This design comes from an exercise in tuning for small area, a short achievable clock period and few clock cycles per item on the open sky130 flow, not from production work. RTL that was checked went through simulation tests only; none was proved equivalent to the original.

the previous run:
## pe_requant
module pe_requant #(
    parameter int ACC_W  = 32,
    parameter int MULT_W = 16,
    parameter int CNT_W  = 16
) (
    input  logic              clk,
    input  logic              rst_n,
    input  logic              in_valid,
    output logic              in_ready,
    input  logic [ACC_W-1:0]  in_acc,
    input  logic [ACC_W-1:0]  in_bias,
    input  logic              in_last,
    output logic              out_valid,
    input  logic              out_ready,
    output logic [7:0]        out_data,
    output logic              out_last,
    input  logic              cfg_we,
    input  logic [MULT_W-1:0] cfg_mult,
    input  logic [4:0]        cfg_shift,
    input  logic [7:0]        cfg_zp,
    output logic              busy,
    output logic [CNT_W-1:0]  out_count
);
For scale: roughly 240 flip-flops, ~130 I/O pins.
clock: 9.0 ns
lec_check: 0
abc_clock_period_in_ps: 4400
cap_margin: 20
core_margin: 2
core_utilization: 55
cts_buf_list: sky130_fd_sc_hd__clkbuf_4 sky130_fd_sc_hd__clkbuf_8
cts_cluster_size: 30
setup_slack_margin: 5.0
slew_margin: 20
synth_hierarchical: 1
synth_minimum_keep_size: 0
standard.sh (not shown) runs the stock make flow with config.mk's settings and CLKGATE_MAP_FILE= SYNTH_SCRIPT=/design/flow/synth_recipe.tcl, a recipe that flattens the netlist after the stock synthesis.
==> flow/flow/run.sh <==
#!/bin/bash
# Standard layout, with plain buffers (not delay buffers) on the ports and a
# clock tree without dummy loads.
export BUFFER_PORTS_ARGS="-buffer_cell sky130_fd_sc_hd__buf_1"
export CTS_ARGS="-sink_clustering_enable -repair_clock_nets -dont_use_dummy_load -sink_clustering_size 16 -sink_clustering_max_diameter 70 -buf_list {sky130_fd_sc_hd__clkbuf_8}"
bash standard.sh > standard.log 2>&1
The inputs of the current run differ from those of the previous run as listed below.
--- a/flow/design.v
+++ b/flow/design.v
@@ -19,21 +19,20 @@
     input  logic [4:0]        cfg_shift,
     input  logic [7:0]        cfg_zp,
     output logic              busy,
     output logic [CNT_W-1:0]  out_count
 );
     localparam int SUM_W = ACC_W + 1;    
     localparam int W     = 41;           
     localparam int NDIG  = 9;            
     localparam int NH    = 4;            
-    logic [MULT_W-1:0] cfg_mult_q;
-    logic [NDIG-1:0] bone;                
-    logic [NDIG-2:0] btwo, bneg;          
+    logic [NDIG-1:0] bone;
+    logic [NDIG-2:0] btwo, bneg;
     logic [4:0]      cfg_shift_q;
     logic [7:0]      cfg_zp_q;
     logic [7:0]      cfg_big_q;           
     logic        s1_vld, s2_vld, r3_vld;
     logic        s1_last, s2_last;
     logic        room_q;                  
     logic        any_q;                   
     logic        in_fire, pop, cfg_apply;
     assign in_ready  = room_q || out_ready;
@@ -1045,40 +1044,46 @@
             fl_q   <= '0;
         end else begin
             s1_vld <= in_fire;
             s2_vld <= s1_vld;
             r3_vld <= s2_vld;
             fl_q   <= fl_nxt;
         end
     end
     logic [17:0] mx;
-    assign mx = {2'b00, cfg_mult_q};
+    logic [NDIG-1:0] bone_n;
+    logic [NDIG-2:0] btwo_n, bneg_n;
+    assign mx = {2'b00, cfg_mult};
     always_comb begin
         for (int j = 0; j < NDIG; j++) begin
             logic m2, m1, m0;
             m2 = mx[2*j+1];
             m1 = mx[2*j];
             m0 = (j == 0) ? 1'b0 : mx[2*j-1];
-            bone[j] = m1 ^ m0;
+            bone_n[j] = m1 ^ m0;
             if (j < NDIG - 1) begin
-                btwo[j] = (m2 & ~m1 & ~m0) | (~m2 & m1 & m0);
-                bneg[j] = m2 & ~(m1 & m0);
+                btwo_n[j] = (m2 & ~m1 & ~m0) | (~m2 & m1 & m0);
+                bneg_n[j] = m2 & ~(m1 & m0);
             end
         end
     end
     always_ff @(posedge clk or negedge rst_n) begin
         if (!rst_n) begin
-            cfg_mult_q  <= MULT_W'(1);
+            bone        <= NDIG'(1);         
+            btwo        <= '0;
+            bneg        <= '0;
             cfg_shift_q <= 5'd0;
             cfg_zp_q    <= 8'd0;
             cfg_big_q   <= 8'd0;
         end else if (cfg_apply) begin
-            cfg_mult_q  <= cfg_mult;
+            bone        <= bone_n;
+            btwo        <= btwo_n;
+            bneg        <= bneg_n;
             cfg_shift_q <= cfg_shift;
             cfg_zp_q    <= cfg_zp;
             for (int k = 0; k < 8; k++) cfg_big_q[k] <= |(cfg_mult >> (15 - k));
         end
     end
     always_ff @(posedge clk or negedge rst_n) begin
         if (!rst_n) begin
             out_count <= '0;
         end else if (cfg_apply) begin
==> comparison <==
- The current run finished every step from synthesis to the final layout, and the layout passed the timing, design-rule and antenna checks.
- The current run vs the previous run — length of routed wiring on met1 dropped by a few percent
- Side by side, aggregate global-route resource usage turned out lower in the current run than in the previous run.
- Comparing the current run and the previous run, final period utilization is lower on the current run.
- The previous run ended up with met4 as its top routing layer in use; the current run ended up with met5.
- The current run vs. the previous run: number of clock buffers inserted by TritonCTS rose by 4.2%, fraction of the mapped netlist area in simple logic gates rose by 2.2 points.
Testbench counts of the current run, summed over its fixed seeds: cycles 11,268, items 10,948.
For the previous run, only the layout was checked, not whether the RTL still works.

* * *

Another version of the RTL of pe_requant (not shown whole).
For scale: ~2400 cells after synthesis, roughly 130 I/O pins.
## pe_requant
module pe_requant #(
    parameter int ACC_W  = 32,
    parameter int MULT_W = 16,
    parameter int CNT_W  = 16
) (
    input  logic              clk,
    input  logic              rst_n,
    input  logic              in_valid,
    output logic              in_ready,
    input  logic [ACC_W-1:0]  in_acc,
    input  logic [ACC_W-1:0]  in_bias,
    input  logic              in_last,
    output logic              out_valid,
    input  logic              out_ready,
    output logic [7:0]        out_data,
    output logic              out_last,
    input  logic              cfg_we,
    input  logic [MULT_W-1:0] cfg_mult,
    input  logic [4:0]        cfg_shift,
    input  logic [7:0]        cfg_zp,
    output logic              busy,
    output logic [CNT_W-1:0]  out_count
);
==> flow/config.mk <==
export PLATFORM = sky130hd
export DESIGN_NAME = pe_requant
export DESIGN_NICKNAME = pe_requant
export VERILOG_FILES = /design/flow/design.v
export SDC_FILE = /design/flow/constraint.sdc
export NUM_CORES = 4
export LEC_CHECK = 0
export ABC_CLOCK_PERIOD_IN_PS = 4400
export CAP_MARGIN = 20
export CORE_MARGIN = 2
export CORE_UTILIZATION = 55
export CTS_BUF_LIST = sky130_fd_sc_hd__clkbuf_4 sky130_fd_sc_hd__clkbuf_8
export CTS_CLUSTER_SIZE = 30
export SETUP_SLACK_MARGIN = 5.0
export SLEW_MARGIN = 20
export SYNTH_HIERARCHICAL = 1
export SYNTH_MINIMUM_KEEP_SIZE = 0
==> flow/constraint.sdc <==
create_clock -name core_clock -period 9.0 [get_ports {clk}]
set_input_delay 1.8000 -clock core_clock [delete_from_list [all_inputs] [get_ports {clk}]]
set_output_delay 1.8000 -clock core_clock [all_outputs]
set_load 0.01 [all_outputs]
==> flow/flow/run.sh <==
#!/bin/bash
# Standard layout, with plain buffers (not delay buffers) on the ports and a
# clock tree without dummy loads.
export BUFFER_PORTS_ARGS="-buffer_cell sky130_fd_sc_hd__buf_1"
export CTS_ARGS="-sink_clustering_enable -repair_clock_nets -dont_use_dummy_load -sink_clustering_size 30 -buf_list {sky130_fd_sc_hd__clkbuf_4 sky130_fd_sc_hd__clkbuf_8}"
bash standard.sh > standard.log 2>&1
The starting point completed without violations.
Edit:
--- a/flow/design.v
+++ b/flow/design.v
@@ -20,15 +20,15 @@
     input  logic [7:0]        cfg_zp,
     output logic              busy,
     output logic [CNT_W-1:0]  out_count
 );
     localparam int SUM_W = ACC_W + 1;    
     localparam int W     = 49;           
     localparam int NDIG  = 9;            
-    localparam int NH    = 3;            
+    localparam int NH    = 4;            
     logic [NDIG-1:0] bone;
     logic [NDIG-2:0] btwo, bneg;
     logic [4:0]      cfg_shift_q;
     logic [7:0]      cfg_zp_q;
     logic        s1_vld, s2_vld, r3_vld;
     logic        s1_last, s2_last;
     logic        room_q;                  
@@ -666,15 +666,15 @@
     logic [30:0]  hmask;
     logic [9:0]   win;                    
     logic [24:0]  w16;
     logic [16:0]  w8;
     logic [12:0]  w4;
     logic [10:0]  w2;
     logic [40:0]  q;
-    logic         sgn, z_fix, o_fix, z_vlo, o_vlo, z_vhi, o_vhi;
+    logic         sgn, ov_fix, ov_var;
     logic [W-1:0] a3_a, a3_b, a3_s;
     assign a3_a = s2_x;
     assign a3_b = s2_y;
     logic [48:0] a3_g0, a3_p0;
     assign a3_g0 = a3_a & a3_b;
     assign a3_p0 = a3_a ^ a3_b;
     logic a3_G0, a3_P0;
@@ -1074,53 +1074,44 @@
         w16    = cfg_shift_q[4] ? q[40:16]  : q[24:0];
         w8     = cfg_shift_q[3] ? w16[24:8] : w16[16:0];
         w4     = cfg_shift_q[2] ? w8[16:4]  : w8[12:0];
         w2     = cfg_shift_q[1] ? w4[12:2]  : w4[10:0];
         win    = cfg_shift_q[0] ? w2[10:1]  : w2[9:0];
         hmask  = {31{1'b1}} << cfg_shift_q;       
         sgn    = p[W-1];
-        z_fix  = ~|p[48:39];
-        o_fix  = &p[48:39];
-        z_vlo  = ~|(p[23:8] & hmask[15:0]);
-        o_vlo  = &(p[23:8] | ~hmask[15:0]);
-        z_vhi  = ~|(p[38:24] & hmask[30:16]);
-        o_vhi  = &(p[38:24] | ~hmask[30:16]);
+        ov_fix = sgn ? !(&p[47:39]) : |p[47:39];
+        ov_var = sgn ? !(&(p[38:8] | ~hmask)) : |(p[38:8] & hmask);
     end
-    logic       r3_last, r3_sgn, r3_zfix, r3_ofix, r3_zvlo, r3_ovlo, r3_zvhi, r3_ovhi;
+    logic       r3_last, r3_sgn, r3_ofix, r3_ovar;
     logic [9:0] r3_win;
     always_ff @(posedge clk) begin
         r3_last <= s2_last;
         r3_sgn  <= sgn;
-        r3_zfix <= z_fix;
-        r3_ofix <= o_fix;
-        r3_zvlo <= z_vlo;
-        r3_ovlo <= o_vlo;
-        r3_zvhi <= z_vhi;
-        r3_ovhi <= o_vhi;
+        r3_ofix <= ov_fix;
+        r3_ovar <= ov_var;
         r3_win  <= win;
     end
     logic signed [9:0] v;
     logic [7:0]        res;
     logic [8:0]        r3_dat;            
     always_comb begin
         v = $signed({r3_win[9], r3_win[9:1]}) + $signed({9'd0, r3_win[0]})
           + $signed({2'b00, cfg_zp_q});
-        if (!((r3_zfix && r3_zvlo && r3_zvhi) || (r3_ofix && r3_ovlo && r3_ovhi)))
-                                res = r3_sgn ? 8'd0 : 8'd255;
+        if (r3_ofix || r3_ovar) res = r3_sgn ? 8'd0 : 8'd255;
         else if (v[9])          res = 8'd0;
         else if (v[8])          res = 8'd255;
         else                    res = v[7:0];
     end
     assign r3_dat = {r3_last, res};
     logic [NH-1:0] h_vld, nh_vld;
     logic [8:0]    h_dat [NH];
-    assign out_valid = h_vld[0] || r3_vld;
-    assign out_data  = h_vld[0] ? h_dat[0][7:0] : r3_dat[7:0];
-    assign out_last  = h_vld[0] ? h_dat[0][8]   : r3_dat[8];
-    assign pop       = out_valid && out_ready;
+    assign out_valid = h_vld[0];
+    assign out_data  = h_dat[0][7:0];
+    assign out_last  = h_dat[0][8];
+    assign pop       = h_vld[0] && out_ready;
     always_comb begin
         if (r3_vld && !pop)      nh_vld = {h_vld[NH-2:0], 1'b1};
         else if (!r3_vld && pop) nh_vld = {1'b0, h_vld[NH-1:1]};
         else                     nh_vld = h_vld;
     end
     always_ff @(posedge clk) begin
         for (int k = 0; k < NH; k++) begin
- The changed run finished with timing, DRC and antenna clean
- global-route usage increases by 0.44 points
- register-to-register slack gets worse by 170 ps
- via count shrinks slightly
- count of clock-buffer cells in the layout went up by 3
- routed wire length grows slightly
Function was not checked in any run of this note: the RTL went through the layout flow alone.

-- static timing again, ports no longer ideal --
How much do the figures lean on ideal ports? The routed layouts below were timed once more, with nothing changed but the port constraints. Step 1 sets driving cells, clkbuf_16 on the clock port and buf_2 on the other inputs (assumed; they add their load-dependent delay and slew). Step 2 also shifts input and output timing later by t, the mid clock arrival at the registers, as if the neighbouring blocks saw the same clock. Slacks: ideal ports / drivers / drivers and shift; pairs: ideal ports / drivers.
run | shift t [ns] | slack for setup (ns) | latest minus earliest clock arrival (ns) | worst data-port slew with drivers (ns) | cell pins on the clock port's net
the previous run | 0.641 | 4.960 / 4.926 / 4.570 | 0.095 / 0.095 | 0.08 | 1
the current run | 0.621 | 5.045 / 5.022 / 4.523 | 0.101 / 0.101 | 0.06 | 1
the first run of note 2 | 0.647 | 3.783 / 3.729 / 4.377 | 0.063 / 0.063 | 0.07 | 1
the second run of note 2 | 0.640 | 4.945 / 4.945 / 4.479 | 0.080 / 0.080 | 0.10 | 1
After both steps setup and hold are still met in every run listed. For the current run, which loses most, drivers alone change the setup slack by -0.023 ns; drivers and shift together by -0.522 ns.
